What follows belongs to an exercise in optimizing a design on an open flow for small area; a production flow would make more cautious choices.
Function was checked by simulation only, so behaviour that the tests miss may differ from the original.
The flow treats the clock pin as an ideal source, which a real chip does not have.
No activity file was given, so power comes from the tool's default toggle rates.

== job 2140 ==
==> flow/design.v (excerpt) <==
module decode (
    input  logic        clk,
    input  logic        rstn,
    input  logic        inst_valid,
    input  logic [31:0] inst,
    input  logic [31:0] inst_pc,
    output logic        inst_ready,
    output logic        exec_enable,
    input  logic        exec_done,
    output logic [5:0]  exec_command,
    output logic [5:0]  alu_command,
    output logic [15:0] offset,
    output logic [31:0] pc,
    output logic [31:0] addr,
    output logic [31:0] rs,
    output logic [31:0] rt,
    output logic [4:0]  sh,
    output logic [4:0]  rd,
    output logic [4:0]  rs_no,
    output logic [4:0]  rt_no,
    output logic        fmode1,
    output logic        fmode2,
    input  logic        wb_en,
    input  logic        wb_fp,
    input  logic [4:0]  wb_rd,
    input  logic [31:0] wb_data
);
Size: roughly 6700 cells after synthesis, roughly 2200 flip-flops, about 0.082 mm^2 of cells after synthesis.
clock: 10.0 ns
lec_check: 0
cap_margin: 20
core_margin: 2
core_utilization: 70
cts_cluster_diameter: 80
cts_cluster_size: 25
place_density: 0.75
slew_margin: 20
synth_hierarchical: 1
standard.sh (not shown) runs the stock make flow with config.mk's settings and CLKGATE_MAP_FILE= SYNTH_SCRIPT=/design/flow/synth_recipe.tcl, a recipe that flattens the netlist after the stock synthesis.
==> flow/flow/run.sh <==
#!/bin/bash
# Standard layout with these changes: the port buffers are the smallest
# buffer (sky130_fd_sc_hd__buf_1); after clock tree synthesis an area
# recovery pass (flow/downsize.tcl) moves non-clock combinational cells to
# smaller drive strengths where no slew/cap/fanout or timing limit is hit;
# the repair in global routing uses wider margins (flow/grt_margins.tcl).
set -euo pipefail
here=$(pwd)
bash standard.sh "BUFFER_PORTS_ARGS=-buffer_cell sky130_fd_sc_hd__buf_1" \
  "POST_CTS_TCL=$here/flow/downsize.tcl" \
  "PRE_GLOBAL_ROUTE_TCL=$here/flow/grt_margins.tcl" finish > standard_flow.log 2>&1
==> flow/flow/grt_margins.tcl <==
# Repair design in global routing with wider slew/capacitance margins than
# the earlier stages, to leave room for the difference between global-route
# estimates and the extracted parasitics of the final layout.
set ::env(CAP_MARGIN) 35
set ::env(SLEW_MARGIN) 35
Other scripts of this flow, unchanged in this note and not shown: flow/flow/downsize.tcl
In summary, job 2140 completed successfully, with a layout that passed the timing, DRC and antenna checks.
Changes in job 998 relative to job 2140:
- swapping 20 for 35 in SLEW_MARGIN
- swapping 20 for 35 in CAP_MARGIN
==> flow/flow/run.sh <==
#!/bin/bash
# Standard layout with two changes: the port buffers are the smallest
# buffer (sky130_fd_sc_hd__buf_1), and after clock tree synthesis an area
# recovery pass (flow/downsize.tcl) moves non-clock combinational cells to
# smaller drive strengths where no slew/cap/fanout or timing limit is hit.
set -euo pipefail
here=$(pwd)
bash standard.sh "BUFFER_PORTS_ARGS=-buffer_cell sky130_fd_sc_hd__buf_1" \
  "POST_CTS_TCL=$here/flow/downsize.tcl" finish > standard_flow.log 2>&1
removed: flow/flow/grt_margins.tcl
[summary]
- On part of the power in the clock network: between job 2140 and job 998, it ends up lower for job 2140.
- Proportion of cell area occupied by multi-input gates across job 2140 and job 998: no real change.
- Job 2140 -> job 998: length of routed wiring on met1 increased slightly
- As far as post-synthesis instance area goes, job 998 and job 2140 are indistinguishable; the numbers are identical.
- Comparing job 2140 with job 998, the detailed-routed wire length on met2 came out essentially unchanged.
- Setup slack (higher): job 2140
- Between job 998 and job 2140, the core occupancy in the finished layout figures differ only marginally.
- When job 998 is measured against job 2140, its cell count along the critical path turns out 11 lower.
- The design area was comparable across job 2140 and job 998.
The following lists how job 9624 was set up differently from job 998:
- SLEW_MARGIN changed from 35 to 20
- CAP_MARGIN changed from 35 to 20
- PLACE_DENSITY changed from 0.75 to 0.85
- CORE_UTILIZATION changed from 70 to 80
==> flow/flow/run.sh <==
#!/bin/bash
# Standard layout with these changes: the port buffers are the smallest
# buffer (sky130_fd_sc_hd__buf_1); after clock tree synthesis an area
# recovery pass (flow/downsize.tcl) moves non-clock combinational cells to
# smaller drive strengths where no slew/cap/fanout or timing limit is hit;
# the repair in global routing uses wider margins (flow/grt_margins.tcl).
set -euo pipefail
here=$(pwd)
bash standard.sh "BUFFER_PORTS_ARGS=-buffer_cell sky130_fd_sc_hd__buf_1" \
  "POST_CTS_TCL=$here/flow/downsize.tcl" \
  "PRE_GLOBAL_ROUTE_TCL=$here/flow/grt_margins.tcl" finish > standard_flow.log 2>&1
==> flow/flow/grt_margins.tcl (new file) <==
# Repair design in global routing with wider slew/capacitance margins than
# the earlier stages, to leave room for the difference between global-route
# estimates and the extracted parasitics of the final layout.
set ::env(CAP_MARGIN) 28
set ::env(SLEW_MARGIN) 28
Notes after the runs:
- Job 9624 completed every stage of the flow, and the final layout passed the timing, DRC and antenna checks.
- Relative to job 998, fraction of power consumed by the clock network has gone down in job 9624.
- Looking only at arrival time at the worst endpoint, and setting everything else aside, the lower value of job 9624 and job 998 goes to job 9624.
- Of job 9624 and job 998, the lower final core utilization belongs to job 998.
- The total power draw reported for job 9624 is smaller than that of job 998 by 0.14 mW.
- Between job 9624 and job 998, the global-route wire length before repair figures differ only marginally.
- Job 9624 — final worst-path cycle share 0.68 points lower, job 998 as reference
- Compared to job 998, job 9624 has sequential power share 0.7 points higher.

what the ideal ports hide:
Ports are ideal in the flow. The routed layouts listed here were re-timed in OpenROAD.
Step 1, drivers: a clkbuf_16 drives clk and a buf_2 each remaining input, both assumed.
Step 2 adds t to the input delays and takes it off the output delays; t is the mean of the earliest and latest rising clock arrival at the registers after step 1. Input paths then give back, and output paths get back, about the clock's delay inside the block.
Slacks: no drivers / after step 1 / after step 2; pairs: no drivers / after step 1.
run | t, ns | slack for setup (ns) | worst setup path at the end | worst slew at a driven data input, ns
job 2140 | 0.831 | 2.281 / 2.336 / 1.505 | input to register | 0.13
job 998 | 0.843 | 1.896 / 1.954 / 1.111 | input to register | 0.13
job 9624 | 0.847 | 1.965 / 2.008 / 1.161 | input to register | 0.12
After both steps setup and hold are still met in every run listed. For job 9624, which loses most, drivers alone change the setup slack by +0.043 ns; drivers and shift together by -0.804 ns.
